What follows belongs to an exercise in optimizing a design on an open flow for small area, a short achievable clock period and few clock cycles; a production flow would make more cautious choices.
The RTL was checked by simulation tests, not by an equivalence proof against the original design.
Power and IR drop assume default switching activity.

===== config.mk =====
export PLATFORM = sky130hd
export DESIGN_NAME = mips_core
export DESIGN_NICKNAME = mips_core
export VERILOG_FILES = /design/flow/design.v
export SDC_FILE = /design/flow/constraint.sdc
export NUM_CORES = 4
export LEC_CHECK = 0
export CAP_MARGIN = 20
export CORE_MARGIN = 2
export CORE_UTILIZATION = 45
export PLACE_DENSITY = 0.6
export SETUP_SLACK_MARGIN = 5
export SLEW_MARGIN = 20

===== design.v =====
module register_file (
    input  logic        clk,
    input  logic        rst_n,
    input  logic [31:1] rs_oh,
    input  logic [31:1] rt_oh,
    input  logic        we,       
    input  logic [4:0]  waddr,
    input  logic [31:0] wdata,
    output logic [31:0] rs_data,
    output logic [31:0] rt_data
);
    logic [31:0] regs [1:31];
    logic [31:1] vld;
    always_ff @(posedge clk) begin
        if (we) regs[waddr] <= wdata;
    end
    always_ff @(posedge clk or negedge rst_n) begin
        if (!rst_n)
            vld <= '0;
        else if (we)
            vld[waddr] <= 1'b1;
    end
    always_comb begin
        rs_data = '0;
        rt_data = '0;
        for (int i = 1; i < 32; i++) begin
            rs_data = rs_data | ({32{rs_oh[i] && vld[i]}} & regs[i]);
            rt_data = rt_data | ({32{rt_oh[i] && vld[i]}} & regs[i]);
        end
    end
endmodule
module mips_core #(
    parameter logic [31:0] RESET_PC = 32'h0000_0000
) (
    input  logic        clk,
    input  logic        rst_n,
    output logic [31:0] imem_addr,
    input  logic [31:0] imem_data,
    output logic        wb_cyc,
    output logic        wb_stb,
    output logic        wb_we,
    output logic [31:0] wb_adr,
    output logic [31:0] wb_dat_w,
    input  logic [31:0] wb_dat_r,
    input  logic        wb_ack,
    output logic        rf_we,
    output logic [4:0]  rf_waddr,
    output logic [31:0] rf_wdata
);
    logic [29:0] pc;                  
    logic        d_valid;
    logic [31:0] d_instr;
    logic [31:1] d_rs_oh, d_rt_oh;    
    logic [29:0] d_pc;
    logic        d_pred;              
    logic        e_wr;                
    logic        e_ld;                
    logic        e_mem;               
    logic        e_st;                
    logic        e_br;                
    logic        e_bne;
    logic        e_pred;
    logic        e_k0;                
    logic        e_k1;                
    logic        e_sub, e_and, e_or, e_slt;
    logic        e_fwda, e_fwdb, e_fwds;      
    logic        e_wfwda, e_wfwdb, e_wfwds;   
    logic [4:0]  e_dest;
    logic [31:0] e_a, e_b, e_sd;
    logic [29:0] e_alt;               
    logic        m_wr;
    logic        m_ld;
    logic [4:0]  m_dest;
    logic [31:0] m_result;
    logic        b_cyc;
    logic        b_we;
    logic [31:0] b_adr;
    logic [31:0] b_dat;
    logic        w_we;
    logic [4:0]  w_dest;
    logic [31:0] w_data;
    logic        hold;                
    logic        load_use;            
    logic        kill_id;             
    logic        redir;               
    assign hold = !wb_ack && (m_ld || (e_mem && b_cyc));
    logic [5:0]  f_op;
    logic        f_bwd;
    logic [16:0] f_lo;
    logic [13:0] f_hi_m1;
    logic [29:0] f_tgt;
    logic [29:0] pc_inc;
    logic        if_adv;
    logic [31:0] f_rs_oh, f_rt_oh;
    assign imem_addr = {pc, 2'b00};
    assign pc_inc    = pc + 30'd1;
    assign f_op    = imem_data[31:26];
    assign f_bwd   = (f_op[5:1] == 5'b00010) && imem_data[15];
    assign f_lo    = {1'b0, pc[15:0]} + {1'b0, imem_data[15:0]} + 17'd1;
    assign f_hi_m1 = pc[29:16] - 14'd1;
    assign f_tgt   = {f_lo[16] ? pc[29:16] : f_hi_m1, f_lo[15:0]};
    assign f_rs_oh = 32'd1 << imem_data[25:21];
    assign f_rt_oh = 32'd1 << imem_data[20:16];
    assign if_adv = !hold && !load_use;
    always_ff @(posedge clk or negedge rst_n) begin
        if (!rst_n) begin
            pc      <= RESET_PC[31:2];
            d_valid <= 1'b0;
        end else if (redir) begin
            pc      <= e_alt;
            d_valid <= 1'b0;
        end else if (if_adv) begin
            pc      <= f_bwd ? f_tgt : pc_inc;
            d_valid <= 1'b1;
        end
    end
    always_ff @(posedge clk) begin
        if (if_adv) begin
            d_instr <= imem_data;
            d_rs_oh <= f_rs_oh[31:1];
            d_rt_oh <= f_rt_oh[31:1];
            d_pc    <= pc;
            d_pred  <= f_bwd;
        end
    end
    logic [5:0]  op, fn;
    logic [4:0]  rs, rt, rd, dest;
    logic        is_r, is_addi, is_lw, is_sw, is_br;
    logic        wr_nz, use_rs, use_rt, alu_src;
    logic [31:0] imm;
    logic [31:0] rf_a, rf_b;
    logic        e_hit_a, e_hit_b, m_hit_a, m_hit_b;
    logic [31:0] m_val;
    logic        id_go;
    assign op  = d_instr[31:26];
    assign fn  = d_instr[5:0];
    assign rs  = d_instr[25:21];
    assign rt  = d_instr[20:16];
    assign rd  = d_instr[15:11];
    assign imm = {{16{d_instr[15]}}, d_instr[15:0]};
    assign is_r    = (op == 6'h00) && (fn == 6'h20 || fn == 6'h22 || fn == 6'h24
                                    || fn == 6'h25 || fn == 6'h2a);
    assign is_addi = (op == 6'h08);
    assign is_lw   = (op == 6'h23);
    assign is_sw   = (op == 6'h2b);
    assign is_br   = (op[5:1] == 5'b00010);
    assign alu_src = is_addi || is_lw || is_sw;
    assign dest    = is_r ? rd : rt;
    assign wr_nz   = (is_r || is_addi || is_lw) && (dest != 5'd0);
    assign use_rs  = is_r || alu_src || is_br;
    assign use_rt  = is_r || is_sw || is_br;
    assign m_val = m_ld ? wb_dat_r : m_result;
    register_file u_rf (
        .clk (clk), .rst_n (rst_n),
        .rs_oh (d_rs_oh), .rt_oh (d_rt_oh),
        .we (m_wr && !hold), .waddr (m_dest), .wdata (m_val),
        .rs_data (rf_a), .rt_data (rf_b)
    );
    assign e_hit_a = e_wr && !e_ld && (e_dest == rs);
    assign e_hit_b = e_wr && !e_ld && (e_dest == rt);
    assign m_hit_a = m_wr && (m_dest == rs);
    assign m_hit_b = m_wr && (m_dest == rt);
    assign load_use = d_valid && e_ld && ((use_rs && rs == e_dest) || (use_rt && rt == e_dest));
    assign id_go = d_valid && !load_use && !kill_id;
    logic [31:0] opa, opb, sd, opb_x, sum, res;
    logic        lt, eq, taken;
    assign opa   = e_fwda ? m_result : e_wfwda ? w_data : e_a;
    assign opb   = e_fwdb ? m_result : e_wfwdb ? w_data : e_b;
    assign sd    = e_fwds ? m_result : e_wfwds ? w_data : e_sd;
    assign opb_x = opb ^ {32{e_sub}};
    assign sum   = opa + opb_x + {31'd0, e_sub};
    assign lt    = (opa[31] ^ opb[31]) ? opa[31] : sum[31];
    assign res   = e_and ? (opa & opb) :
                   e_or  ? (opa | opb) :
                   e_slt ? {31'd0, lt} : sum;
    assign eq    = (opa == opb);
    assign taken = e_bne ? !eq : eq;
    always_comb begin
        kill_id = 1'b0;
        redir   = 1'b0;
        if (e_br && !hold) begin
            if (taken && !e_pred) begin
                if (!e_k0) begin
                    kill_id = 1'b1;
                    redir   = !(e_k1 && !d_pred);   
                end
            end else if (!taken && e_pred) begin
                kill_id = 1'b1;
                redir   = 1'b1;
            end
        end
    end
    always_ff @(posedge clk or negedge rst_n) begin
        if (!rst_n) begin
            e_wr  <= 1'b0;
            e_ld  <= 1'b0;
            e_mem <= 1'b0;
            e_br  <= 1'b0;
        end else if (!hold) begin
            e_wr  <= id_go && wr_nz;
            e_ld  <= id_go && is_lw && (rt != 5'd0);
            e_mem <= id_go && (is_lw || is_sw);
            e_br  <= id_go && is_br;
        end
    end
    always_ff @(posedge clk) begin
        if (!hold) begin
            e_st    <= is_sw;
            e_bne   <= op[0];
            e_pred  <= d_pred;
            e_k0    <= (d_instr[15:0] == 16'd0);
            e_k1    <= (d_instr[15:0] == 16'd1);
            e_sub   <= is_r && (fn == 6'h22 || fn == 6'h2a);
            e_and   <= is_r && (fn == 6'h24);
            e_or    <= is_r && (fn == 6'h25);
            e_slt   <= is_r && (fn == 6'h2a);
            e_dest  <= dest;
            e_alt   <= d_pc + 30'd1 + (d_pred ? 30'd0 : imm[29:0]);
            e_fwda  <= e_hit_a;
            e_fwdb  <= e_hit_b && !alu_src;
            e_fwds  <= e_hit_b;
            e_wfwda <= m_hit_a && !e_hit_a;
            e_wfwdb <= m_hit_b && !e_hit_b && !alu_src;
            e_wfwds <= m_hit_b && !e_hit_b;
            e_a     <= rf_a;
            e_b     <= alu_src ? imm : rf_b;
            e_sd    <= rf_b;
        end
    end
    logic push;
    assign push = !hold && e_mem;
    always_ff @(posedge clk or negedge rst_n) begin
        if (!rst_n) begin
            m_wr  <= 1'b0;
            m_ld  <= 1'b0;
            b_cyc <= 1'b0;
        end else begin
            if (!hold) begin
                m_wr <= e_wr;
                m_ld <= e_ld;
            end
            if (push)
                b_cyc <= 1'b1;
            else if (wb_ack)
                b_cyc <= 1'b0;
        end
    end
    always_ff @(posedge clk) begin
        if (!hold) begin
            m_dest   <= e_dest;
            m_result <= res;
        end
        if (push) begin
            b_we  <= e_st;
            b_adr <= sum;
            b_dat <= sd;
        end
    end
    assign wb_cyc   = b_cyc;
    assign wb_stb   = b_cyc;
    assign wb_we    = b_we;
    assign wb_adr   = b_adr;
    assign wb_dat_w = b_dat;
    always_ff @(posedge clk or negedge rst_n) begin
        if (!rst_n)
            w_we <= 1'b0;
        else
            w_we <= !hold && m_wr;
    end
    always_ff @(posedge clk) begin
        if (!hold) begin
            w_dest <= m_dest;
            w_data <= m_val;
        end
    end
    assign rf_we    = w_we;
    assign rf_waddr = w_dest;
    assign rf_wdata = w_data;
endmodule

===== standard.sh =====
#!/bin/bash
# synth_recipe.tcl (not shown) runs the flow's synth.tcl, then flattens the netlist and writes it again
# the make line also repeats each setting of config.mk as NAME=value (left out here)
make -C /OpenROAD-flow-scripts/flow DESIGN_CONFIG=/design/flow/config.mk WORK_HOME=/design/flow/orfs CLKGATE_MAP_FILE= SYNTH_SCRIPT=/design/flow/synth_recipe.tcl "${@:-finish}"

===== flow/run.sh =====
#!/bin/bash
set -euo pipefail
MARGIN=${MARGIN:-5.5}
bash standard.sh SETUP_SLACK_MARGIN=$MARGIN finish > standard.log 2>&1

===== constraint.sdc =====
create_clock -name core_clock -period 9.0 [get_ports {clk}]
set_input_delay 1.8000 -clock core_clock [delete_from_list [all_inputs] [get_ports {clk}]]
set_output_delay 1.8000 -clock core_clock [all_outputs]
set_load 0.01 [all_outputs]

==> results.cfg, run 1 <==
[synthesis]
syn_inst = 4888
synth_top_flop_cell = edfxtp_1
ys_async_sr_fraction = 0.0476
synth_edf_count = 1402
yosysUniqueCellTypes = 81
syn_area_sq_um = 66900
synth-seq-area-share = 0.655
avgSynthCellArea_sq_um = 13.7
ys_warn_count = 2
ys_ff_latch = 1472

[setup_path]
critical_path_buf_inv_count = 3
crit_arrival_ns = 4.63
path_delay_family = compound AO/OA/AOI/OAI gates
critPathRequiredTime_ns = 9.55
path_cells = buf_12 > buf_4 > buf_16 > mux2i_1 > nor2_1 > a21oi_2 > xnor2_1 > ha_1 > a21o_1 > a221o_1 > o21a_1 > o221a_4 > o22a_4 > o21ai_4 > o21ai_2 > xor2_1 > a221o_1
reg2reg_depth = 17
slowest_stage = edfxtp_1
cp_common_cell = a221o_1
start_kind = flip-flop
r2r_slack_ns = 4.91
r2r_end = m_result[30]
crit_path_max_incr_delay_ns = 0.42
r2r-start = e_wfwdb
endpoint_kind = flip-flop
worstSetupPathType = reg -> reg
worstPathMaxFanout = 8

[route]
drt_iter0_drc = 10736
finalWirelength_um = 282000
wl_per_cell_um = 38.9
via_count = 52652
post-route-drc-count = 0
ant_nets = 0
vias_per_cell = 7.28
drt_pass1_iterations = 12

[die]
die_area_sq_um = 152000
std_cell_rows = 141
io_pins = 204
coreArea_sq_um = 148000
die_y_um = 390
initial_utilization = 0.453
die_w_um = 390

[run]
maxCapViolations = 0

[pwr]
intPower_mw = 12.9
p_total_mw = 17.5
p_switching_mw = 4.60
swShare = 0.263
powerDensity_nw_per_um2 = 221
power_frac_comb = 0.146
pwr-share-clk = 0.373
cellLeakagePower_nw = 28.6
seqPwrFrac = 0.481
ir_worst_vdd_mv = 0.173

[clock_network]
clk_pin_slew_ns = 0.06
cts_tree = done
ctsHoldBuffers = 0
numCtsBuffers = 152
clockBufferDepth = 3
clock-sinks = 1472
htree_num_levels = 4
clk_latency_ns = 0.81
cts_root_buf = clkbuf_16

[sta]
slew_headroom = 0.234
slew_viol_final = 0
tightest_slew_ns = 1.15
finalHoldViolCount = 0
fmax_ghz = 0.245
post-route-min-period_ns = 4.09
rsz0062_at_grt = true
setup_viol = 0
fin_crit_sh = 0.454
fin_skew_ns = 0.0342
setup_ws_ns = 4.91
tns_ns = 0

[layout]
fin_nets = 5390
drive_above_1_share = 0.165
area_growth_pct = 18.2
fill_cells = 12040

[global_routing]
overflow = 0
grt_pass1_vias = 49415
grt_max_degree = 84
grt_usage = 0.361
grt_pass1_wl_um = 383000
antenna_found_initial = 12

[outcome]
status = no timing/DRC/antenna violations

[hold_path]
holdPathEnd = b_we
holdCritPathClass = reg -> reg
min_from = e_st
min_path_cells = 0

[place]
hpwl_um = 141000
place_ws_ns = 3.85
portBuffers = 201
place.gp.congestion = 0.891
-- worst max-delay path by stage --
stage / from / end / cells past startpoint
final: e_wfwdb / m_result[30] / 17
after global routing: e_wfwdb / m_result[27] / 17
after CTS: e_wfwdb / m_result[31] / 17
after detailed placement: imem_data[0] / pc[29] / 15
after global placement: imem_data[0] / pc[20] / 15
after floorplan: e_wfwda / m_result[27] / 16
-- area by class of cell --
type,count,area (sq um),area share
Sequential cell,1472,43900,0.555
Multi-Input combinational cell,2970,23000,0.290
Timing Repair Buffer,461,4250,0.0537
Clock buffer,184,4060,0.0513
Tap cell,1930,2410,0.0305
Clock inverter,96,1000,0.0127
Inverter,107,473,0.00598
Antenna cell,11,27.5,0.000348
Timing Repair inverter,2,21.3,0.000269
-- sequential cells by signal, summed over array words and instances (netlist names), 5 cells and up --
signal	cells
d_rt_oh	31
e_sd	32
e_a	32
b_dat	32
d_instr	32
d_rs_oh	31
w_data	32
b_adr	32
u_rf.vld	31
m_result	32
d_pc	30
w_dest	5
e_b	32
pc	30
u_rf.regs	992
m_dest	5
e_alt	30
e_dest	5
-- cell usage after synthesis (48+ instances only) --
cell	n	area, sq um
edfxtp_1	1402	42100
nand2_1	203	762
o21a_1	60	450
a21oi_1	142	711
ha_1	154	1930
inv_1	105	394
a22o_1	247	2160
xnor2_1	94	823
mux2i_1	99	991
a22oi_1	410	3080
o21ai_0	133	666
or3_1	57	357
mux2_2	57	642
dfrtp_1	70	1750
a221oi_1	248	2170
nand4_1	93	582
a222oi_1	64	641
nor2_1	207	777
and2_1	73	457
nand3_1	196	981
nor2b_1	48	300
clkbuf_1	302	1130
-- cells in the final DEF, fill, tap and decap left out, drive strengths merged, types with 104 or more instances in the layout --
cell type      instances
ha                   154
buf                  262
clkdlybuf4s50        104
a22o                 247
a221oi               249
edfxtp              1402
nand3                196
o21ai                137
nand2                203
inv                  112
clkbuf               184
nor2                 208
a21oi                142
a22oi                410
-- power by group through the flow --
stage	logic, mW	clock network [mW]	registers (mW)
after global placement	2.07	0	8.64
after CTS	2.41	6.53	8.41
after detailed placement	2.10	0	8.63
after global routing	2.77	6.78	8.45
after floorplan	1.34	0	8.50
final	2.56	6.53	8.42
-- cells by family after synthesis --
logic type,Yosys count,synth area share
xor+xnor,139,0.0182
other cells,1,0.0000560
flops,1472,0.655
buf+inv,454,0.0257
mux,156,0.0244
fa+ha+maj,157,0.0297
simple gates,1035,0.0785
compound gates,1474,0.168
-- timing repair --
action | 4_1_cts | 5_1_grt
pin swaps | 78 | 43
endpoints found under the setup margin | 1337 | 266
setup buffers | 133 | 36
cloned | 13 | 0
gates resized for setup | 351 | 79
-- metal layers --
layer / global-route usage / share of wire / up-vias
li1: - / - / 20314
met5: 0.0144 / 0.0012 / -
met4: 0.213 / 0.076 / 8
met1: 0.454 / 0.35 / 25633
met2: 0.518 / 0.41 / 5279
met3: 0.150 / 0.16 / 1418
-- stage by stage --
stage	utilization	hold WS, ns	cells	cell area (sq um)
final	0.536	0.420	7233	79100
after global routing	0.535	0.431	7222	79100
after CTS	0.531	0.420	7186	78400
after detailed placement	0.483	0.406	6760	71300
after global placement	0.483	0.423	6760	71300
after floorplan	-	0.400	4889	67400
Testbench counts, summed over its fixed seeds: cycles 6,079.
==> run 2, diff against run 1 <==
--- a/design.v
+++ b/design.v
@@ -65,6 +65,8 @@
     logic        e_sub, e_and, e_or, e_slt;
-    logic        e_fwda, e_fwdb, e_fwds;      
-    logic        e_wfwda, e_wfwdb, e_wfwds;   
+    logic        e_fwda, e_fwdb;      
+    logic        e_wfwda, e_wfwdb;    
+    logic        e_alusrc;            
     logic [4:0]  e_dest;
-    logic [31:0] e_a, e_b, e_sd;
+    logic [31:0] e_a, e_b;            
+    logic [15:0] e_imm;
     logic [29:0] e_alt;               
@@ -85,2 +87,5 @@
     logic        redir;               
+    logic        id_redir;            
+    logic        id_res;              
+    logic [29:0] id_alt;
     assign hold = !wb_ack && (m_ld || (e_mem && b_cyc));
@@ -110,2 +115,5 @@
             pc      <= e_alt;
+            d_valid <= 1'b0;
+        end else if (id_redir) begin
+            pc      <= id_alt;
             d_valid <= 1'b0;
@@ -164,7 +172,7 @@
     assign id_go = d_valid && !load_use && !kill_id;
-    logic [31:0] opa, opb, sd, opb_x, sum, res;
+    logic [31:0] opa, rtv, opb, opb_x, sum, res;
     logic        lt, eq, taken;
     assign opa   = e_fwda ? m_result : e_wfwda ? w_data : e_a;
-    assign opb   = e_fwdb ? m_result : e_wfwdb ? w_data : e_b;
-    assign sd    = e_fwds ? m_result : e_wfwds ? w_data : e_sd;
+    assign rtv   = e_fwdb ? m_result : e_wfwdb ? w_data : e_b;
+    assign opb   = e_alusrc ? {{16{e_imm[15]}}, e_imm} : rtv;
     assign opb_x = opb ^ {32{e_sub}};
@@ -177,2 +185,5 @@
     assign taken = e_bne ? !eq : eq;
+    logic [29:0] imm30;
+    assign imm30 = {{14{e_imm[15]}}, e_imm};
+    assign e_alt = d_pc + (e_pred ? (~imm30 + 30'd1) : imm30);
     always_comb begin
@@ -192,2 +203,10 @@
     end
+    logic e_addsub, z_sum, id_taken;
+    assign e_addsub = !e_and && !e_or && !e_slt;
+    assign z_sum    = e_sub ? eq : ((opa ^ opb) == {opa[30:0] | opb[30:0], 1'b0});
+    assign id_taken = op[0] ? !z_sum : z_sum;
+    assign id_alt   = d_pc + 30'd1 + (d_pred ? 30'd0 : imm[29:0]);
+    assign id_res   = d_valid && is_br && (rt == 5'd0) && e_hit_a && e_addsub;
+    assign id_redir = id_res && !hold && !kill_id && !(d_instr[15:0] == 16'd0)
+                    && (id_taken != d_pred);
     always_ff @(posedge clk or negedge rst_n) begin
@@ -202,3 +221,3 @@
             e_mem <= id_go && (is_lw || is_sw);
-            e_br  <= id_go && is_br;
+            e_br  <= id_go && is_br && !id_res;
         end
@@ -217,12 +236,10 @@
             e_dest  <= dest;
-            e_alt   <= d_pc + 30'd1 + (d_pred ? 30'd0 : imm[29:0]);
             e_fwda  <= e_hit_a;
-            e_fwdb  <= e_hit_b && !alu_src;
-            e_fwds  <= e_hit_b;
+            e_fwdb  <= e_hit_b;
             e_wfwda <= m_hit_a && !e_hit_a;
-            e_wfwdb <= m_hit_b && !e_hit_b && !alu_src;
-            e_wfwds <= m_hit_b && !e_hit_b;
+            e_wfwdb <= m_hit_b && !e_hit_b;
+            e_alusrc <= alu_src;
             e_a     <= rf_a;
-            e_b     <= alu_src ? imm : rf_b;
-            e_sd    <= rf_b;
+            e_b     <= rf_b;
+            e_imm   <= d_instr[15:0];
         end
@@ -255,3 +272,3 @@
             b_adr <= sum;
-            b_dat <= sd;
+            b_dat <= rtv;
         end
==> flow/run.sh (replaced) <==
#!/bin/bash
# Standard layout (the standard.sh, unchanged synthesis), with:
set -euo pipefail
MARGIN=${MARGIN:-5.5}
bash standard.sh "SETUP_SLACK_MARGIN=$MARGIN" \
    "BUFFER_PORTS_ARGS=-buffer_cell sky130_fd_sc_hd__buf_2" \
    finish > standard.log 2>&1
--- a/config.mk
+++ b/config.mk
@@ -10,2 +10,3 @@
 export CORE_UTILIZATION = 45
+export CTS_BUF_LIST = sky130_fd_sc_hd__clkbuf_4 sky130_fd_sc_hd__clkbuf_8
 export PLACE_DENSITY = 0.6
==> results.cfg, run 2 <==
[die]
std_cell_rows = 141
initial_utilization = 0.454
io_pins = 204
die_w_um = 390
die_area_sq_um = 152000
coreArea_sq_um = 148000
die_y_um = 390

[synthesis]
yosysUniqueCellTypes = 79
synth-seq-area-share = 0.631
synth_top_flop_cell = edfxtp_1
synth_top_area_share = 0.605
ys_async_sr_fraction = 0.0491
ys_ff_latch = 1425
syn_inst = 5095
yosys.cell_count.top_type = edfxtp_1
synthTopCellsByCount = edfxtp_1 (1355), a22oi_1 (411), clkbuf_1 (293)
synth_edf_count = 1355
ys_warn_count = 2
syn_area_sq_um = 67200
synthTopCellsByArea = edfxtp_1 (61%), a22oi_1 (4.6%), ha_1 (3.4%)
yosys.area.top_type = edfxtp_1
avgSynthCellArea_sq_um = 13.2

[sta]
rsz0062_at_grt = true
fmax_ghz = 0.231
tightest_slew_ns = 1.19
slew_viol_final = 0
post-route-min-period_ns = 4.33
finalHoldViolCount = 0
setup_viol = 0
fin_skew_ns = 0.0705
tns_ns = 0
hold_ws_ns = 0.419
fin_crit_sh = 0.481
slew_headroom = 0.208

[global_routing]
grt_pass1_wl_um = 406000
grt_pass1_vias = 51666
grt_max_degree = 157
grt_usage = 0.382
overflow = 0
antenna_found_initial = 18

[setup_path]
crit_path_max_incr_delay_ns = 0.39
worstPathMaxFanout = 8
start_kind = flip-flop
critPathRequiredTime_ns = 9.90
crit_arrival_ns = 5.23
path_delay_family = buffers and inverters
worstSetupPathType = reg -> reg
reg2reg_depth = 21
cp.depth = 21
critical_path_buf_inv_count = 7
endpoint_kind = flip-flop
cp_common_cell = buf_4
slowest_stage = edfxtp_1
path_cells = buf_8 > buf_12 > buf_16 > mux2i_1 > nor2_1 > a21oi_2 > o21a_1 > ha_4 > nor4_4 > nand4_1 > nor2_4 > buf_4 > a22oi_2 > xnor2_2 > buf_4 > o211ai_1 > buf_4 > buf_8 > o211ai_1 > o21ai_1 > mux2i_1

[pwr]
intPower_mw = 12.4
seqPwrFrac = 0.460
p_switching_mw = 5.32
pwr-share-clk = 0.343
power_frac_comb = 0.197
powerDensity_nw_per_um2 = 222
ir_worst_vdd_mv = 0.162
cellLeakagePower_nw = 29.5
swShare = 0.301

[clock_network]
cts_tree = done
htree_num_levels = 4
cts_root_buf = clkbuf_8
clk_latency_ns = 1.03
clk_pin_slew_ns = 0.06
clock-sinks = 1425
ctsHoldBuffers = 0
numCtsBuffers = 225
clockBufferDepth = 3

[route]
wl_per_cell_um = 39.3
vias_per_cell = 7.27
via_count = 55754
drt_pass1_iterations = 12
post-route-drc-count = 0
ant_nets = 0
drt_iter0_drc = 11469
finalWirelength_um = 301000

[layout]
fin_nets = 5784
area_growth_pct = 18.7
drive_above_1_share = 0.243
fill_cells = 12112
layout_common_cells = edfxtp_1 (1355), a22oi_1 (409), buf_4 (278), a22o_1 (249), a221oi_1 (248)
largest_reg_flops = 992
final_common_cell = edfxtp_1
largest-register = u_rf.regs

[outcome]
status = no timing/DRC/antenna violations

[hold_path]
holdCritPathClass = reg -> reg
min_path_cells = 0

[place]
place.gp.congestion = 0.931
hpwl_um = 159000
portBuffers = 201

[run]
maxCapViolations = 0
-- run 2: area by class of cell --
class	instances	area, sq um	share of cell area
clock buffer	288	3600	0.0452
timing repair inverter	1	5.00	0.0000628
sequential	1425	42500	0.533
inverter	157	603	0.00756
clock inverter	131	1260	0.0158
timing repair buffer	540	4000	0.0501
antenna	15	37.5	0.000471
tap	1930	2410	0.0303
multi-input combinational	3179	25400	0.318
-- run 2: power groups by stage --
stage / Sequential, mW / Clock [mW] / Combinational (mW)
2_1_floorplan: 8.10 / 0 / 1.94
5_1_grt: 8.15 / 6.34 / 3.71
4_1_cts: 8.11 / 6.06 / 3.18
6_report: 8.13 / 6.07 / 3.48
3_3_place_gp: 8.27 / 0 / 2.80
3_5_place_dp: 8.26 / 0 / 2.80
-- run 2: final timing paths --
kind | slack, ns | from | end
worst max-delay path | 4.67 | e_wfwdb | pc[17]
worst min-delay path | 0.42 | e_st | b_we
worst max register to register | 4.67 | e_wfwdb | pc[17]
worst min register to register | 0.42 | e_st | b_we
max in group asynchronous | 7.50 | rst_n | pc[10]
min in group asynchronous | 0.87 | rst_n | u_rf.vld[20]
-- run 2: metrics by stage --
step / std cells / power [mW] / utilization / instance area, sq um / setup WS, ns
floorplan: 5096 / 10.0 / - / 67700 / 3.24
global placement: 6997 / 11.1 / 0.478 / 70700 / 3.56
detailed placement: 6997 / 11.1 / 0.478 / 70700 / 3.51
CTS: 7585 / 17.3 / 0.530 / 78400 / 4.77
global route: 7652 / 18.2 / 0.539 / 79700 / 4.59
finish: 7666 / 17.7 / 0.539 / 79700 / 4.67
-- run 2: logic make-up after synthesis --
family	count (synthesis)	synth area share
other cells	1	0.0000558
flops	1425	0.631
xor+xnor	223	0.0291
simple gates	1075	0.0814
mux	115	0.0179
buf+inv	499	0.0281
compound gates	1569	0.177
fa+ha+maj	188	0.0354
-- run 2: timing repair --
| item | 4_1_cts | 5_1_grt |
|---|---|---|
| endpoints found under the setup margin | 1248 | 445 |
| cloned | 15 | 2 |
| setup buffers | 154 | 64 |
| pin swaps | 120 | 128 |
| resized for setup | 322 | 150 |
-- run 2: metal layers --
metal | vias up | global-route usage | wire length [um]
met3 | 1535 | 0.155 | 48900
met5 | - | 0.00223 | 368
met2 | 5633 | 0.564 | 127000
met1 | 27210 | 0.477 | 103000
met4 | 16 | 0.211 | 21700
li1 | 21360 | - | -
Testbench counts of run 2, summed over its fixed seeds: cycles 5,913.
==> run 3, diff against run 2 <==
--- a/design.v
+++ b/design.v
@@ -31,2 +31,35 @@
 endmodule
+module prefix_adder #(
+    parameter int W = 32
+) (
+    input  logic [W-1:0] a,
+    input  logic [W-1:0] b,
+    input  logic         cin,
+    output logic [W-1:0] s,
+    output logic         cout
+);
+    localparam int L = (W > 16) ? 5 : (W > 8) ? 4 : (W > 4) ? 3 : 2;   
+    logic [L:0][W-1:0] g;         
+    logic [L:0][W-1:0] p;         
+    logic [W-1:0]      hp;        
+    assign hp   = a ^ b;
+    assign g[0] = {a[W-1:1] & b[W-1:1], (a[0] & b[0]) | (hp[0] & cin)};
+    assign p[0] = hp;
+    genvar l, i;
+    generate
+        for (l = 1; l <= L; l++) begin : lvl
+            for (i = 0; i < W; i++) begin : bit_
+                if (i >= (1 << (l - 1))) begin : comb
+                    assign g[l][i] = g[l-1][i] | (p[l-1][i] & g[l-1][i - (1 << (l - 1))]);
+                    assign p[l][i] = p[l-1][i] & p[l-1][i - (1 << (l - 1))];
+                end else begin : pass
+                    assign g[l][i] = g[l-1][i];
+                    assign p[l][i] = p[l-1][i];
+                end
+            end
+        end
+    endgenerate
+    assign s    = hp ^ {g[L][W-2:0], cin};
+    assign cout = g[L][W-1];
+endmodule
 module mips_core #(
@@ -65,5 +98,5 @@
     logic        e_sub, e_and, e_or, e_slt;
-    logic        e_fwda, e_fwdb;      
-    logic        e_wfwda, e_wfwdb;    
-    logic        e_alusrc;            
+    logic        e_sa_m, e_sa_w, e_sa_r;           
+    logic        e_sb_m, e_sb_w, e_sb_r, e_sb_i;   
+    logic        e_sd_m, e_sd_w, e_sd_r;           
     logic [4:0]  e_dest;
@@ -103,3 +136,6 @@
     assign f_bwd   = (f_op[5:1] == 5'b00010) && imem_data[15];
-    assign f_lo    = {1'b0, pc[15:0]} + {1'b0, imem_data[15:0]} + 17'd1;
+    prefix_adder #(.W(16)) u_f_add (
+        .a (pc[15:0]), .b (imem_data[15:0]), .cin (1'b1),
+        .s (f_lo[15:0]), .cout (f_lo[16])
+    );
     assign f_hi_m1 = pc[29:16] - 14'd1;
@@ -174,7 +210,12 @@
     logic        lt, eq, taken;
-    assign opa   = e_fwda ? m_result : e_wfwda ? w_data : e_a;
-    assign rtv   = e_fwdb ? m_result : e_wfwdb ? w_data : e_b;
-    assign opb   = e_alusrc ? {{16{e_imm[15]}}, e_imm} : rtv;
+    assign opa   = ({32{e_sa_m}} & m_result) | ({32{e_sa_w}} & w_data)
+                 | ({32{e_sa_r}} & e_a);
+    assign opb   = ({32{e_sb_m}} & m_result) | ({32{e_sb_w}} & w_data)
+                 | ({32{e_sb_r}} & e_b) | ({32{e_sb_i}} & {{16{e_imm[15]}}, e_imm});
+    assign rtv   = ({32{e_sd_m}} & m_result) | ({32{e_sd_w}} & w_data)
+                 | ({32{e_sd_r}} & e_b);
     assign opb_x = opb ^ {32{e_sub}};
-    assign sum   = opa + opb_x + {31'd0, e_sub};
+    prefix_adder #(.W(32)) u_alu_add (
+        .a (opa), .b (opb_x), .cin (e_sub), .s (sum), .cout ()
+    );
     assign lt    = (opa[31] ^ opb[31]) ? opa[31] : sum[31];
@@ -187,3 +228,5 @@
     assign imm30 = {{14{e_imm[15]}}, e_imm};
-    assign e_alt = d_pc + (e_pred ? (~imm30 + 30'd1) : imm30);
+    prefix_adder #(.W(30)) u_e_alt (
+        .a (d_pc), .b (e_pred ? ~imm30 : imm30), .cin (e_pred), .s (e_alt), .cout ()
+    );
     always_comb begin
@@ -207,3 +250,5 @@
     assign id_taken = op[0] ? !z_sum : z_sum;
-    assign id_alt   = d_pc + 30'd1 + (d_pred ? 30'd0 : imm[29:0]);
+    prefix_adder #(.W(30)) u_id_alt (
+        .a (d_pc), .b (d_pred ? 30'd0 : imm[29:0]), .cin (1'b1), .s (id_alt), .cout ()
+    );
     assign id_res   = d_valid && is_br && (rt == 5'd0) && e_hit_a && e_addsub;
@@ -236,7 +281,12 @@
             e_dest  <= dest;
-            e_fwda  <= e_hit_a;
-            e_fwdb  <= e_hit_b;
-            e_wfwda <= m_hit_a && !e_hit_a;
-            e_wfwdb <= m_hit_b && !e_hit_b;
-            e_alusrc <= alu_src;
+            e_sa_m  <= e_hit_a;
+            e_sa_w  <= m_hit_a && !e_hit_a;
+            e_sa_r  <= !e_hit_a && !m_hit_a;
+            e_sb_m  <= e_hit_b && !alu_src;
+            e_sb_w  <= m_hit_b && !e_hit_b && !alu_src;
+            e_sb_r  <= !e_hit_b && !m_hit_b && !alu_src;
+            e_sb_i  <= alu_src;
+            e_sd_m  <= e_hit_b;
+            e_sd_w  <= m_hit_b && !e_hit_b;
+            e_sd_r  <= !e_hit_b && !m_hit_b;
             e_a     <= rf_a;
==> results.cfg, run 3 <==
[outcome]
status = no timing/DRC/antenna violations

[setup_path]
r2r-start = e_sa_m
path_cells = buf_6 > clkbuf_16 > a222oi_1 > inv_1 > ha_4 > xor2_1 > nand4_1 > nor4_4 > a22oi_2 > xnor2_2 > buf_4 > a211o_4 > buf_6 > buf_8 > o211ai_1 > a21oi_1 > a31oi_1 > o21ai_1
cp_common_cell = buf_6
critPathRequiredTime_ns = 9.84
cp.depth = 18
crit_start = e_sa_m
r2r_end = pc[2]
endpoint_kind = flip-flop
path_delay_family = compound AO/OA/AOI/OAI gates
start_kind = flip-flop
slowest_stage = nor4_4
r2r_slack_ns = 4.48
reg2reg_depth = 18
worstPathMaxFanout = 8
crit_path_max_incr_delay_ns = 0.53
worstSetupPathType = reg -> reg
crit_end = pc[2]
crit_arrival_ns = 5.36
critical_path_buf_inv_count = 6

[synthesis]
ys_ff_latch = 1430
synth_top_flop_cell = edfxtp_1
avgSynthCellArea_sq_um = 13.3
synthTopCellsByArea = edfxtp_1 (61%), a22oi_1 (5.3%), ha_1 (3.4%)
yosys.area.top_type = edfxtp_1
synth_edf_count = 1360
yosys.cell_count.top_type = edfxtp_1
yosysUniqueCellTypes = 90
synth_top_area_share = 0.608
ys_async_sr_fraction = 0.0490
ys_warn_count = 2
synth-seq-area-share = 0.634
syn_inst = 5042
synthTopCellsByCount = edfxtp_1 (1360), a22oi_1 (478), clkbuf_1 (310)
syn_area_sq_um = 67200

[route]
post-route-drc-count = 0
wl_per_cell_um = 39.6
finalWirelength_um = 298000
ant_nets = 0
drt_iter0_drc = 11733
via_count = 55188
vias_per_cell = 7.33
drt_pass1_iterations = 12

[hold_path]
holdCritPathClass = reg -> reg

[layout]
fin_util = 0.531
fin_nets = 5651
final_common_cell = edfxtp_1
layout_common_cells = edfxtp_1 (1360), a22oi_1 (474), a221oi_1 (238), a22o_1 (236), clkbuf_8 (235)
area_growth_pct = 17.0
largest-register = u_rf.regs
drive_above_1_share = 0.223
largest_reg_flops = 992
fill_cells = 12298

[sta]
fin_crit_sh = 0.502
rsz0062_at_grt = true
finalHoldViolCount = 0
hold_ws_ns = 0.423
slew_headroom = 0.226
setup_viol = 0
tightest_slew_ns = 1.16
slew_viol_final = 0
fin_skew_ns = 0.0797
tns_ns = 0
fmax_ghz = 0.221
post-route-min-period_ns = 4.52

[die]
initial_utilization = 0.454
die_w_um = 390
die_area_sq_um = 152000
io_pins = 204
die_y_um = 390
coreArea_sq_um = 148000
std_cell_rows = 141

[clock_network]
ctsHoldBuffers = 0
htree_num_levels = 4
clock-sinks = 1430
cts_tree = done
clockBufferDepth = 3
numCtsBuffers = 227
cts_root_buf = clkbuf_8
clk_latency_ns = 1.00
clk_pin_slew_ns = 0.06

[pwr]
ir_worst_vdd_mv = 0.165
cellLeakagePower_nw = 29.0
powerDensity_nw_per_um2 = 219

[global_routing]
antenna_found_initial = 22
overflow = 0
grt_pass1_vias = 50890
grt_pass1_wl_um = 399000
grt_max_degree = 115
grt_usage = 0.375

[run]
maxCapViolations = 0

[place]
hpwl_um = 155000
place.gp.congestion = 0.937
portBuffers = 201
-- run 3: report_power, final --
part | leakage (nW) | total, mW | switching, mW | internal [mW]
clock network | 2.53 | 6.01 | 2.83 | 3.18
logic | 12.4 | 3.19 | 1.95 | 1.24
registers | 14.1 | 8.04 | 0.335 | 7.71
-- run 3: logic make-up (layout without fill, tap and decap cells) --
kind of cell,Yosys count,in the layout,synth area share
flops,1430,1430,0.634
buf+inv,509,1053,0.0290
simple gates,1073,1077,0.0824
compound gates,1584,1585,0.184
fa+ha+maj,188,188,0.0355
other cells,1,14,0.0000558
mux,46,46,0.00771
xor+xnor,211,211,0.0276
-- run 3: timing repair --
item | CTS | global route
endpoints found under the setup margin | 1215 | 803
hold endpoints to repair | 0 | 0
setup buffers | 68 | 85
pin swaps | 45 | 121
cloned | 3 | 11
resized for setup | 176 | 233
-- run 3: how the worst min path moves through the flow --
stage | startpoint | to | slack, ns | cells past startpoint
CTS | e_st | b_we | 0.43 | 0
global placement | e_st | b_we | 0.40 | 0
floorplan | e_st | b_we | 0.40 | 0
detailed placement | e_st | b_we | 0.41 | 0
global route | e_st | b_we | 0.44 | 0
finish | e_st | b_we | 0.42 | 0
-- run 3: final cells by class --
class,instances,area [sq um],share of cell area
timing repair buffer,466,3470,0.0441
multi-input combinational,3109,24600,0.313
clock buffer,286,3610,0.0459
antenna,12,30.0,0.000382
timing repair inverter,1,11.3,0.000143
tap,1930,2410,0.0307
clock inverter,139,1200,0.0153
sequential,1430,42600,0.542
inverter,161,639,0.00813
-- run 3: metal layers --
| layer | vias to the layer above | routed length (um) | GRT usage |
|---|---|---|---|
| met5 | - | 285 | 0.00829 |
| met4 | 20 | 22400 | 0.231 |
| met3 | 1491 | 49400 | 0.151 |
| met2 | 5631 | 125000 | 0.542 |
| met1 | 26805 | 101000 | 0.469 |
| li1 | 21241 | - | - |
-- run 3: worst reg2reg max path: cells and delay by family (launching register included) --
family                     cells  cell delay, ns
AOI/OAI and AO/OA              7            1.43
xor gates and xnor gates       2            0.57
adders and majority gates      1            0.32
buffers and inverters          6            0.93
DFF                            1            0.38
and+or+nand+nor                2            0.74
-- run 3: per-stage QoR --
stage	area, sq um	std cells	setup WS [ns]	total power, mW
2_1_floorplan	67300	5043	3.65	9.95
4_1_cts	76600	7426	4.72	17.0
3_5_place_dp	70500	6930	3.13	10.9
5_1_grt	78600	7525	4.43	17.8
6_report	78600	7534	4.48	17.2
3_3_place_gp	70500	6930	2.85	10.9
Testbench counts of run 3, summed over its fixed seeds: cycles 5,913.
==> run 4, diff against run 3 <==
--- a/design.v
+++ b/design.v
@@ -3,4 +3,4 @@
     input  logic        rst_n,
-    input  logic [31:1] rs_oh,
-    input  logic [31:1] rt_oh,
+    input  logic [4:0]  rs,
+    input  logic [4:0]  rt,
     input  logic        we,       
@@ -26,4 +26,4 @@
         for (int i = 1; i < 32; i++) begin
-            rs_data = rs_data | ({32{rs_oh[i] && vld[i]}} & regs[i]);
-            rt_data = rt_data | ({32{rt_oh[i] && vld[i]}} & regs[i]);
+            rs_data = rs_data | ({32{rs == i[4:0] && vld[i]}} & regs[i]);
+            rt_data = rt_data | ({32{rt == i[4:0] && vld[i]}} & regs[i]);
         end
@@ -85,3 +85,2 @@
     logic [31:0] d_instr;
-    logic [31:1] d_rs_oh, d_rt_oh;    
     logic [29:0] d_pc;
@@ -91,2 +90,3 @@
     logic        e_mem;               
+    logic        e_iss;               
     logic        e_st;                
@@ -106,3 +106,4 @@
     logic        m_wr;
-    logic        m_ld;
+    logic        m_ld;                
+    logic        m_lb;                
     logic [4:0]  m_dest;
@@ -123,7 +124,7 @@
     logic [29:0] id_alt;
-    assign hold = !wb_ack && (m_ld || (e_mem && b_cyc));
+    assign hold = !wb_ack && (m_ld || (e_mem && !e_iss && b_cyc));
     logic [5:0]  f_op;
-    logic        f_bwd;
+    logic        f_br, f_same, f_bwd;
     logic [16:0] f_lo;
-    logic [13:0] f_hi_m1;
+    logic [13:0] f_hi_m1, f_hi_p1;
     logic [29:0] f_tgt;
@@ -131,3 +132,2 @@
     logic        if_adv;
-    logic [31:0] f_rs_oh, f_rt_oh;
     assign imem_addr = {pc, 2'b00};
@@ -135,3 +135,5 @@
     assign f_op    = imem_data[31:26];
-    assign f_bwd   = (f_op[5:1] == 5'b00010) && imem_data[15];
+    assign f_br    = (f_op[5:1] == 5'b00010);
+    assign f_same  = (imem_data[25:21] == imem_data[20:16]);
+    assign f_bwd   = f_br && (f_same ? !f_op[0] : imem_data[15]);
     prefix_adder #(.W(16)) u_f_add (
@@ -141,5 +143,5 @@
     assign f_hi_m1 = pc[29:16] - 14'd1;
-    assign f_tgt   = {f_lo[16] ? pc[29:16] : f_hi_m1, f_lo[15:0]};
-    assign f_rs_oh = 32'd1 << imem_data[25:21];
-    assign f_rt_oh = 32'd1 << imem_data[20:16];
+    assign f_hi_p1 = pc[29:16] + 14'd1;
+    assign f_tgt   = {imem_data[15] ? (f_lo[16] ? pc[29:16] : f_hi_m1)
+                                    : (f_lo[16] ? f_hi_p1 : pc[29:16]), f_lo[15:0]};
     assign if_adv = !hold && !load_use;
@@ -163,4 +165,2 @@
             d_instr <= imem_data;
-            d_rs_oh <= f_rs_oh[31:1];
-            d_rt_oh <= f_rt_oh[31:1];
             d_pc    <= pc;
@@ -195,6 +195,6 @@
     assign use_rt  = is_r || is_sw || is_br;
-    assign m_val = m_ld ? wb_dat_r : m_result;
+    assign m_val = m_ld ? wb_dat_r : m_lb ? b_dat : m_result;
     register_file u_rf (
         .clk (clk), .rst_n (rst_n),
-        .rs_oh (d_rs_oh), .rt_oh (d_rt_oh),
+        .rs (rs), .rt (rt),
         .we (m_wr && !hold), .waddr (m_dest), .wdata (m_val),
@@ -261,4 +261,6 @@
             e_mem <= 1'b0;
+            e_iss <= 1'b0;
             e_br  <= 1'b0;
         end else if (!hold) begin
+            e_iss <= early_push;
             e_wr  <= id_go && wr_nz;
@@ -296,4 +298,6 @@
     end
-    logic push;
-    assign push = !hold && e_mem;
+    logic early_push, late_push;
+    assign early_push = !hold && d_valid && is_lw && (rs == 5'd0) && !e_br
+                      && !(e_mem && !e_iss) && (!b_cyc || wb_ack);
+    assign late_push  = !hold && e_mem && !e_iss;
     always_ff @(posedge clk or negedge rst_n) begin
@@ -302,2 +306,3 @@
             m_ld  <= 1'b0;
+            m_lb  <= 1'b0;
             b_cyc <= 1'b0;
@@ -306,5 +311,6 @@
                 m_wr <= e_wr;
-                m_ld <= e_ld;
+                m_ld <= e_ld && !(e_iss && wb_ack);
+                m_lb <= e_ld && e_iss && wb_ack;
             end
-            if (push)
+            if (early_push || late_push)
                 b_cyc <= 1'b1;
@@ -319,7 +325,13 @@
         end
-        if (push) begin
+        if (late_push) begin
             b_we  <= e_st;
             b_adr <= sum;
-            b_dat <= rtv;
+        end else if (early_push) begin
+            b_we  <= 1'b0;
+            b_adr <= imm;
         end
+        if (late_push)
+            b_dat <= rtv;
+        else if (e_iss && wb_ack)
+            b_dat <= wb_dat_r;
     end
==> flow/run.sh (replaced) <==
#!/bin/bash
set -euo pipefail
bash standard.sh "BUFFER_PORTS_ARGS=-buffer_cell sky130_fd_sc_hd__buf_2" \
    finish > standard.log 2>&1
--- a/config.mk
+++ b/config.mk
@@ -10,3 +10,2 @@
 export CORE_UTILIZATION = 45
-export CTS_BUF_LIST = sky130_fd_sc_hd__clkbuf_4 sky130_fd_sc_hd__clkbuf_8
 export PLACE_DENSITY = 0.6
==> results.cfg, run 4 <==
[synthesis]
yosys.cell_count.top_type = edfxtp_1
synthTopCellsByCount = edfxtp_1 (1298), a22oi_1 (513), clkbuf_1 (314)
yosys.area.top_type = edfxtp_1
syn_inst = 5134
avgSynthCellArea_sq_um = 12.9
synth_top_flop_cell = edfxtp_1
ys_ff_latch = 1370
synth_edf_count = 1298
synthTopCellsByArea = edfxtp_1 (59%), a22oi_1 (5.8%), ha_1 (3.6%)
synth_top_area_share = 0.587
ys_async_sr_fraction = 0.0526
synth-seq-area-share = 0.615
ys_warn_count = 2
syn_area_sq_um = 66400
yosysUniqueCellTypes = 83

[layout]
largest_reg_flops = 992
largest-register = u_rf.regs
fin_nets = 5661
layout_common_cells = edfxtp_1 (1298), a22oi_1 (509), nand2_1 (245), buf_4 (230), nand3_1 (228)
area_growth_pct = 16.8
final_common_cell = edfxtp_1
fill_cells = 12203
drive_above_1_share = 0.189

[setup_path]
worstSetupPathType = reg -> reg
endpoint_kind = flip-flop
slowest_stage = nor4_4
path_delay_family = compound AO/OA/AOI/OAI gates
critPathRequiredTime_ns = 9.74
r2r-start = e_sa_m
start_kind = flip-flop
worstPathMaxFanout = 8
r2r_slack_ns = 4.71
crit_arrival_ns = 5.03
cp.depth = 16
reg2reg_depth = 16
critical_path_buf_inv_count = 5
cp_common_cell = buf_6
path_cells = buf_6 > buf_16 > a222oi_1 > inv_1 > ha_4 > xor2_2 > nand4_1 > nor4_4 > a22oi_2 > xnor2_2 > and3_4 > buf_12 > a311o_2 > buf_6 > o211ai_1 > o221a_4
crit_path_max_incr_delay_ns = 0.60
r2r_end = pc[27]

[sta]
finalHoldViolCount = 0
slew_headroom = 0.205
slew_viol_final = 0
fmax_ghz = 0.233
rsz0062_at_grt = true
tightest_slew_ns = 1.19
setup_ws_ns = 4.71
fin_skew_ns = 0.0463
post-route-min-period_ns = 4.29
tns_ns = 0
setup_viol = 0
fin_crit_sh = 0.476

[route]
wl_per_cell_um = 40.5
drt_pass1_iterations = 11
drt_iter0_drc = 12756
vias_per_cell = 7.55
finalWirelength_um = 302000
via_count = 56275
post-route-drc-count = 0
ant_nets = 0

[global_routing]
grt_pass1_wl_um = 407000
grt_usage = 0.386
overflow = 0
antenna_found_initial = 16
grt_max_degree = 94
grt_pass1_vias = 51704

[die]
initial_utilization = 0.454
die_w_um = 388
die_y_um = 388
coreArea_sq_um = 146000
die_area_sq_um = 151000
std_cell_rows = 140
io_pins = 204

[place]
place_ws_ns = 3.05
place.gp.congestion = 0.944
hpwl_um = 160000
portBuffers = 201

[pwr]
swShare = 0.294
seqPwrFrac = 0.447
powerDensity_nw_per_um2 = 224
intPower_mw = 12.2
power_frac_comb = 0.185
p_switching_mw = 5.10
ir_worst_vdd_mv = 0.218
cellLeakagePower_nw = 28.3
pwr-share-clk = 0.368

[clock_network]
ctsHoldBuffers = 0
htree_num_levels = 4
cts_root_buf = clkbuf_16
clockBufferDepth = 3
cts_tree = done
clock-sinks = 1370
numCtsBuffers = 148
clk_latency_ns = 0.84
clk_pin_slew_ns = 0.06

[hold_path]
min_from = u_rf.vld[21]
min_path_cells = 1
holdPathEnd = u_rf.vld[21]
holdCritPathClass = reg -> reg

[run]
maxCapViolations = 0

[outcome]
status = no timing/DRC/antenna violations
run 4: cell count changes after synthesis, moves of 45 or more:
cell	previous run	this run
nor2_1	219	155
o21ai_0	102	184
inv_1	160	115
and2_1	73	11
nand2_1	172	255
and3_1	15	79
edfxtp_1	1360	1298
run 4: logic make-up after synthesis:
kind of cell / count (synthesis) / share of synthesized area
XOR/XNOR: 237 / 0.0313
AND/OR/NAND/NOR: 1116 / 0.0868
AO/OA/AOI/OAI: 1663 / 0.191
multiplexers: 69 / 0.0109
buffers and inverters: 481 / 0.0277
other: 1 / 0.0000565
adder cells (fa/ha/maj): 197 / 0.0377
flip-flops: 1370 / 0.615
run 4: worst max path at each step:
stage	from	to	slack [ns]
2_1_floorplan	imem_data[0]	pc[16]	4.68
6_report	e_sa_m	pc[27]	4.71
3_5_place_dp	e_sb_i	pc[29]	3.05
3_3_place_gp	e_sb_i	pc[29]	2.75
4_1_cts	e_sa_m	pc[29]	4.81
5_1_grt	e_sa_m	pc[27]	4.63
run 4: power groups by stage:
stage	registers (mW)	clock network, mW	logic [mW]
2_1_floorplan	7.74	0	2.05
3_3_place_gp	7.87	0	2.90
3_5_place_dp	7.86	0	2.93
4_1_cts	7.73	6.37	3.04
5_1_grt	7.77	6.62	3.47
6_report	7.75	6.38	3.21
run 4: worst reg2reg max path, delay by kind of cell, from the launching register on:
family          cells  cell delay, ns
compound gates      5            1.36
xor+xnor            2            0.32
fa+ha+maj           1            0.33
buf+inv             5            0.83
flops               1            0.44
simple gates        3            0.95
run 4: timing repair:
item / in CTS / in global routing
buffers inserted: 88 / 37
endpoints found under the setup margin: 387 / 778
pin swaps: 48 / 92
cloned: 10 / 3
gates resized for setup: 114 / 143
run 4: final cells by class:
cell class / instances / area, sq um / area share
repair inverters: 1 / 16.3 / 0.000210
diodes: 18 / 45.0 / 0.000581
clock buffers: 174 / 3820 / 0.0493
clock inverters: 98 / 1190 / 0.0153
inverters: 117 / 478 / 0.00616
repair buffers: 470 / 3350 / 0.0432
multi-input cells: 3289 / 25500 / 0.328
flip-flops and latches: 1370 / 40800 / 0.526
well taps: 1917 / 2400 / 0.0309
run 4: stage by stage:
step | instance area [sq um] | hold slack, ns | std cells | util | power (mW)
finish | 77500 | 0.498 | 7454 | 0.531 | 17.3
CTS | 76500 | 0.495 | 7396 | 0.524 | 17.1
global route | 77500 | 0.508 | 7436 | 0.530 | 17.9
global placement | 70000 | 0.472 | 7025 | 0.479 | 10.8
floorplan | 66700 | 0.433 | 5135 | - | 9.79
detailed placement | 70000 | 0.480 | 7026 | 0.479 | 10.8
run 4: layer usage:
metal,global-route usage,wire (um),vias up
li1,-,-,21511
met1,0.478,104000,27276
met2,0.551,123000,5835
met3,0.175,50200,1633
met4,0.227,24400,20
met5,0.0102,235,-
Testbench counts of run 4, summed over its fixed seeds: cycles 5,640.
==> run 5, diff against run 4 <==
==> run.sh (new file) <==
#!/bin/bash
# synth_recipe.tcl (not shown) runs the flow's synth.tcl, then flattens the netlist and writes it again
# the make line also repeats each setting of config.mk as NAME=value (left out here)
make -C /OpenROAD-flow-scripts/flow DESIGN_CONFIG=/design/flow/config.mk WORK_HOME=/design/flow/orfs CLKGATE_MAP_FILE= SYNTH_SCRIPT=/design/flow/synth_recipe.tcl finish
removed: flow/run.sh
removed: standard.sh
==> results.cfg, run 5 <==
[global_routing]
grt_usage = 0.391
grt_pass1_wl_um = 412000
antenna_found_initial = 14
grt_max_degree = 69
grt_pass1_vias = 51724
overflow = 0

[clock_network]
clockBufferDepth = 3
numCtsBuffers = 146
ctsHoldBuffers = 0
cts_root_buf = clkbuf_16
htree_num_levels = 4
clk_latency_ns = 0.83
clk_pin_slew_ns = 0.07
clock-sinks = 1370
cts_tree = done

[run]
maxCapViolations = 0

[route]
finalWirelength_um = 307000
wl_per_cell_um = 40.9
vias_per_cell = 7.55
drt_pass1_iterations = 10
ant_nets = 0
drt_iter0_drc = 13181
post-route-drc-count = 0
via_count = 56641

[sta]
fin_crit_sh = 0.476
fmax_ghz = 0.233
rsz0062_at_grt = true
finalHoldViolCount = 0
tns_ns = 0
fin_skew_ns = 0.0461
setup_viol = 0
slew_viol_final = 0
post-route-min-period_ns = 4.28
tightest_slew_ns = 1.21
slew_headroom = 0.195

[layout]
layout_common_cells = edfxtp_1 (1298), a22oi_1 (509), buf_4 (262), nand2_1 (242), nand3_1 (230)
final_common_cell = edfxtp_1
fin_nets = 5705
largest-register = u_rf.regs
area_growth_pct = 18.5
largest_reg_flops = 992
drive_above_1_share = 0.154

[die]
coreArea_sq_um = 146000
initial_utilization = 0.454
die_area_sq_um = 151000
die_y_um = 388
die_w_um = 388
io_pins = 204
std_cell_rows = 140

[synthesis]
avgSynthCellArea_sq_um = 12.9
synth_edf_count = 1298
synth_top_area_share = 0.587
yosysUniqueCellTypes = 83
yosys.cell_count.top_type = edfxtp_1
synthTopCellsByArea = edfxtp_1 (59%), a22oi_1 (5.8%), ha_1 (3.6%)
syn_inst = 5134
yosys.area.top_type = edfxtp_1
ys_async_sr_fraction = 0.0526
syn_area_sq_um = 66400
ys_warn_count = 2
ys_ff_latch = 1370
synth-seq-area-share = 0.615
synth_top_flop_cell = edfxtp_1
synthTopCellsByCount = edfxtp_1 (1298), a22oi_1 (513), clkbuf_1 (314)

[setup_path]
critPathRequiredTime_ns = 9.67
endpoint_kind = flip-flop
worstPathMaxFanout = 16
cp_common_cell = buf_4
slowest_stage = a222oi_1
start_kind = flip-flop
crit_path_max_incr_delay_ns = 0.45
path_cells = buf_4 > clkbuf_16 > a222oi_1 > inv_1 > ha_1 > xor2_1 > nand4_1 > nor4_2 > a22oi_2 > xnor2_4 > and3_4 > buf_4 > a311o_2 > buf_4 > nor2_1 > a31oi_1
r2r-start = e_sa_m
worstSetupPathType = reg -> reg
crit_arrival_ns = 4.96
crit_start = e_sa_m

[place]
place.gp.congestion = 0.931
hpwl_um = 165000
portBuffers = 201

[pwr]
p_total_mw = 17.1
powerDensity_nw_per_um2 = 218
cellLeakagePower_nw = 28.4
ir_worst_vdd_mv = 0.164

[hold_path]
min_from = u_rf.vld[24]
holdCritPathClass = reg -> reg

[outcome]
status = no timing/DRC/antenna violations
[run 5: changes by cell type in the layout (fill, tap and decap cells not counted), sizes merged, moves of 2 or more]
cell | before | now
clkinvlp | 7 | 11
bufbuf | 0 | 2
clkdlybuf4s15 | 0 | 2
and3 | 79 | 81
clkdlybuf4s50 | 0 | 198
diode | 18 | 22
clkbuf | 177 | 169
bufinv | 18 | 9
buf | 467 | 309
clkinv | 66 | 76
[run 5: routing by layer]
| metal | vias to the layer above | wire length [um] | global-route usage |
|---|---|---|---|
| met5 | - | 495 | 0.00861 |
| met4 | 16 | 22700 | 0.220 |
| met3 | 1509 | 51400 | 0.174 |
| met2 | 5894 | 127000 | 0.558 |
| met1 | 27619 | 106000 | 0.491 |
| li1 | 21603 | - | - |
[run 5: critical path: cells and delay by family (launching register included)]
family          cells  cell delay (ns)
compound gates      4             1.11
buf+inv             5             0.88
simple gates        4             0.83
xor+xnor            2             0.58
flops               1             0.41
fa+ha+maj           1             0.33
[run 5: path summary, 6_finish.rpt]
kind / endpoint / slack (ns) / depth (start not counted)
max: pc[23] / 4.72 / 16
min: u_rf.vld[24] / 0.48 / 1
max reg2reg: pc[23] / 4.72 / 16
min reg2reg: u_rf.vld[24] / 0.48 / 1
max in group asynchronous: m_ld / 7.04 / 2
min in group asynchronous: w_we / 0.98 / 1
[run 5: cell families after synthesis]
group / synth area share
other: 0.0000565
XOR/XNOR: 0.0313
buffers and inverters: 0.0277
AO/OA/AOI/OAI: 0.191
AND/OR/NAND/NOR: 0.0868
flip-flops: 0.615
adder cells (fa/ha/maj): 0.0377
multiplexers: 0.0109
[run 5: metrics by stage]
stage	area (sq um)	utilization	hold slack, ns	std cells	worst slack, ns
final	78700	0.538	0.483	7503	4.72
after global routing	78600	0.538	0.492	7481	4.63
after CTS	77300	0.529	0.479	7398	4.86
after detailed placement	71000	0.486	0.465	7025	2.68
after global placement	71000	0.486	0.461	7025	2.79
after floorplan	66700	-	0.433	5135	4.68
[run 5: what timing repair did]
action | 4_1_cts | 5_1_grt
pin swaps | 51 | 56
buffers inserted | 92 | 80
gates cloned | 10 | 3
setup endpoints to repair | 1144 | 854
endpoints found under the hold margin | 0 | 0
gates resized for setup | 119 | 107
[run 5: power breakdown]
part / switching, mW / total (mW) / internal, mW
clock network: 2.79 / 6.13 / 3.34
logic: 1.89 / 3.26 / 1.37
registers: 0.398 / 7.75 / 7.36
[run 5: area by class of cell]
type / instances / area, sq um
fillers: 12121 / 67400
flip-flops and latches: 1370 / 40800
multi-input cells: 3292 / 25300
repair buffers: 513 / 4810
clock buffers: 167 / 3770
well taps: 1917 / 2400
clock inverters: 104 / 1040
inverters: 117 / 482
diodes: 22 / 55.1
repair inverters: 1 / 16.3

-- separate check: timing with driven ports --
The results above use ideal ports. As a check the final layouts listed here were re-extracted and re-timed, cells and wires unchanged. Step 1 assumes that a clkbuf_16 drives the clock port and a buf_2 every other input. Step 2 also shifts input and output timing later by t, the mid clock arrival at the registers, as if the neighbouring blocks saw the same clock. Three values: ideal, step 1, step 2; two values: the first two.
run | t (ns) | slack for setup (ns) | worst hold slack (ns) | clock arrival spread, ns | worst slew at a driven data input, ns
run 1 | 0.883 | 4.911 / 4.911 / 4.332 | 0.420 / 0.420 / 0.420 | 0.039 / 0.039 | 0.06
run 2 | 1.078 | 4.673 / 4.673 / 4.013 | 0.419 / 0.419 / 0.419 | 0.078 / 0.077 | 0.05
run 3 | 1.041 | 4.481 / 4.481 / 3.831 | 0.423 / 0.423 / 0.423 | 0.088 / 0.088 | 0.06
run 4 | 0.887 | 4.712 / 4.712 / 4.031 | 0.498 / 0.498 / 0.498 | 0.063 / 0.063 | 0.11
run 5 | 0.887 | 4.717 / 4.717 / 4.077 | 0.483 / 0.483 / 0.483 | 0.056 / 0.056 | 0.10
After both steps every run listed still meets setup and hold. The setup slack of run 4, which loses most, moves by 0.000 ns with the drivers and by -0.681 ns with both steps.
